Background: an optimization exercise with open tools, aiming at small area, a short achievable clock period and few clock cycles per item. Do not read the settings as production practice.
Only simulation tests tie the RTL to the original design; equivalence was not proved.
Power and IR drop assume default switching activity.

Design tone_pattern_sequencer_top, start of the top module:
module tone_pattern_sequencer_top (
  input  wire logic                  clk_i,
  input  wire logic                  rst_ni,
  input  wire logic                  in_valid_i,
  output logic                       in_stall_o,
  input  wire logic [2:0]            operation_i,
  input  wire logic [TIME_BITS-1:0]  now_ms_i,
  input  wire logic [3:0]            pattern_id_i,
  input  wire logic [15:0]           custom_freq_hz_i,
  input  wire logic [15:0]           custom_duty_i,
  input  wire logic [15:0]           custom_length_ms_i,
  input  wire logic                  enable_value_i,
  output logic                       out_valid_o,
  input  wire logic                  out_stall_i,
  output logic                       tone_on_o,
  output logic [FREQ_BITS-1:0]       tone_freq_hz_o,
  output logic [DUTY_BITS-1:0]       tone_duty_o,
  output logic                       busy_res_o,
  input  wire logic                  cfg_valid_i,
  output logic                       cfg_ready_o,
  input  wire logic [1:0]            cfg_index_i,
  input  wire logic [CFG_DATA_W-1:0] cfg_data_i
);
Size in the first run: ~160 flip-flops, about 140 I/O pins, roughly 0.011 mm^2 of cells after synthesis.
==> flow/config.mk <==
export PLATFORM = sky130hd
export DESIGN_NAME = tone_pattern_sequencer_top
export DESIGN_NICKNAME = tone_pattern_sequencer_top
export VERILOG_FILES = /design/flow/design.v
export SDC_FILE = /design/flow/constraint.sdc
export NUM_CORES = 4
export LEC_CHECK = 0
export CAP_MARGIN = 20
export CORE_MARGIN = 2
export CORE_UTILIZATION = 50
export CTS_BUF_LIST = sky130_fd_sc_hd__clkbuf_8
export SETUP_SLACK_MARGIN = 2.5
export SLEW_MARGIN = 20
export TNS_END_PERCENT = 5
==> flow/constraint.sdc <==
create_clock -name core_clock -period 5.5 [get_ports {clk_i}]
set_input_delay 1.1000 -clock core_clock [delete_from_list [all_inputs] [get_ports {clk_i}]]
set_output_delay 1.1000 -clock core_clock [all_outputs]
set_load 0.01 [all_outputs]
standard.sh (not shown) runs the stock make flow with config.mk's settings and CLKGATE_MAP_FILE= SYNTH_SCRIPT=/design/flow/synth_recipe.tcl, a recipe that flattens the netlist after the stock synthesis.
==> flow/flow/run.sh <==
#!/bin/bash
# The standard layout (the standard.sh, unchanged synthesis and steps),
# with the port buffers made from the smallest plain buffer cell.
export BUFFER_PORTS_ARGS="-buffer_cell sky130_fd_sc_hd__buf_1"
bash standard.sh > standard.log 2>&1
Testbench counts at the start, summed over its fixed seeds: cycles 8,008, items 8,000.
Then changed:
Settings changed: CORE_UTILIZATION 50 to 55, SETUP_SLACK_MARGIN 2.5 to 3.0.
- cell area barely changes
- core utilization went up by 5.5 points
- flip-flop and latch count stays the same
- sequential share of layout area barely changes
- cell count hardly moves
- critical path depth increases by 3
- die area shrinks by a little under a tenth
- clock skew stays flat
- via count went up slightly
- wire length shrinks slightly
- setup slack improves by 23 ps
Then changed:
Settings changed: CORE_UTILIZATION 55 to 50, SETUP_SLACK_MARGIN 3.0 to 3.3.
After rerunning: The changed run ran to the end with no violations. Worst setup slack loses 27 ps. Final area is about the same. Clock power fell by a few percent. Synthesized area does not change. Power fell slightly.
Then changed:
Settings changed: SETUP_SLACK_MARGIN 3.3 to 3.0.
Register-to-register slack barely changes.
Power falls by 0.94%.
Die area is unchanged.
Clock skew barely changes.
Routed wire length falls by 0.71%.
Final cell count came out lower by 0.45%.
Count of clock-buffer cells in the layout does not change.

tone_pattern_sequencer_top again, from the RTL that the note above started with.
Settings: LEC_CHECK=0, CAP_MARGIN=20, CORE_MARGIN=2, CORE_UTILIZATION=40, CTS_BUF_LIST=sky130_fd_sc_hd__clkbuf_8, SETUP_SLACK_MARGIN=3.0, SLEW_MARGIN=20, TNS_END_PERCENT=5; clock period 5.5 ns.
Scripts as last shown in full above: flow/flow/run.sh
Testbench counts at the start, summed over its fixed seeds: cycles 8,008, items 8,000.
Edit:
- CORE_UTILIZATION: 40 -> 50
- TNS_END_PERCENT: 5 -> 2
Effect:
- count of clock-buffer cells in the layout is unchanged
- global-route usage went up by 4.4 points
- cell count went down by a few percent
- maximum frequency went down slightly
- sequential power barely changes

static timing again, ports no longer ideal:
The flow's constraints put no driver on any port. The routed layouts listed below were extracted and timed again, unchanged, in two steps.
Step 1 assumes that a clkbuf_16 drives the clock port and a buf_2 every other input.
Step 2 moves the port delays by t, midway between the first and last clock arrival at a register: inputs arrive t later, outputs are due t later. That takes back most of the time a late clock gives input paths.
Slacks: no drivers / after step 1 / after step 2; pairs: no drivers / after step 1.
| run | t (ns) | setup WS [ns] | latest minus earliest clock arrival (ns) | cell pins on the clock port's net |
|---|---|---|---|---|
| the first run of note 1 | 0.517 | 1.925 / 1.880 / 1.363 | 0.020 / 0.020 | 1 |
| the second run of note 1 | 0.516 | 1.947 / 1.919 / 1.403 | 0.022 / 0.022 | 1 |
| the third run of note 1 | 0.516 | 1.921 / 1.869 / 1.353 | 0.019 / 0.020 | 1 |
| the fourth run of note 1 | 0.517 | 1.916 / 1.866 / 1.349 | 0.020 / 0.020 | 1 |
| the first run of note 2 | 0.502 | 1.942 / 1.901 / 1.398 | 0.021 / 0.021 | 1 |
| the second run of note 2 | 0.516 | 1.930 / 1.878 / 1.362 | 0.020 / 0.020 | 1 |
After both steps setup and hold are still met in every run listed.
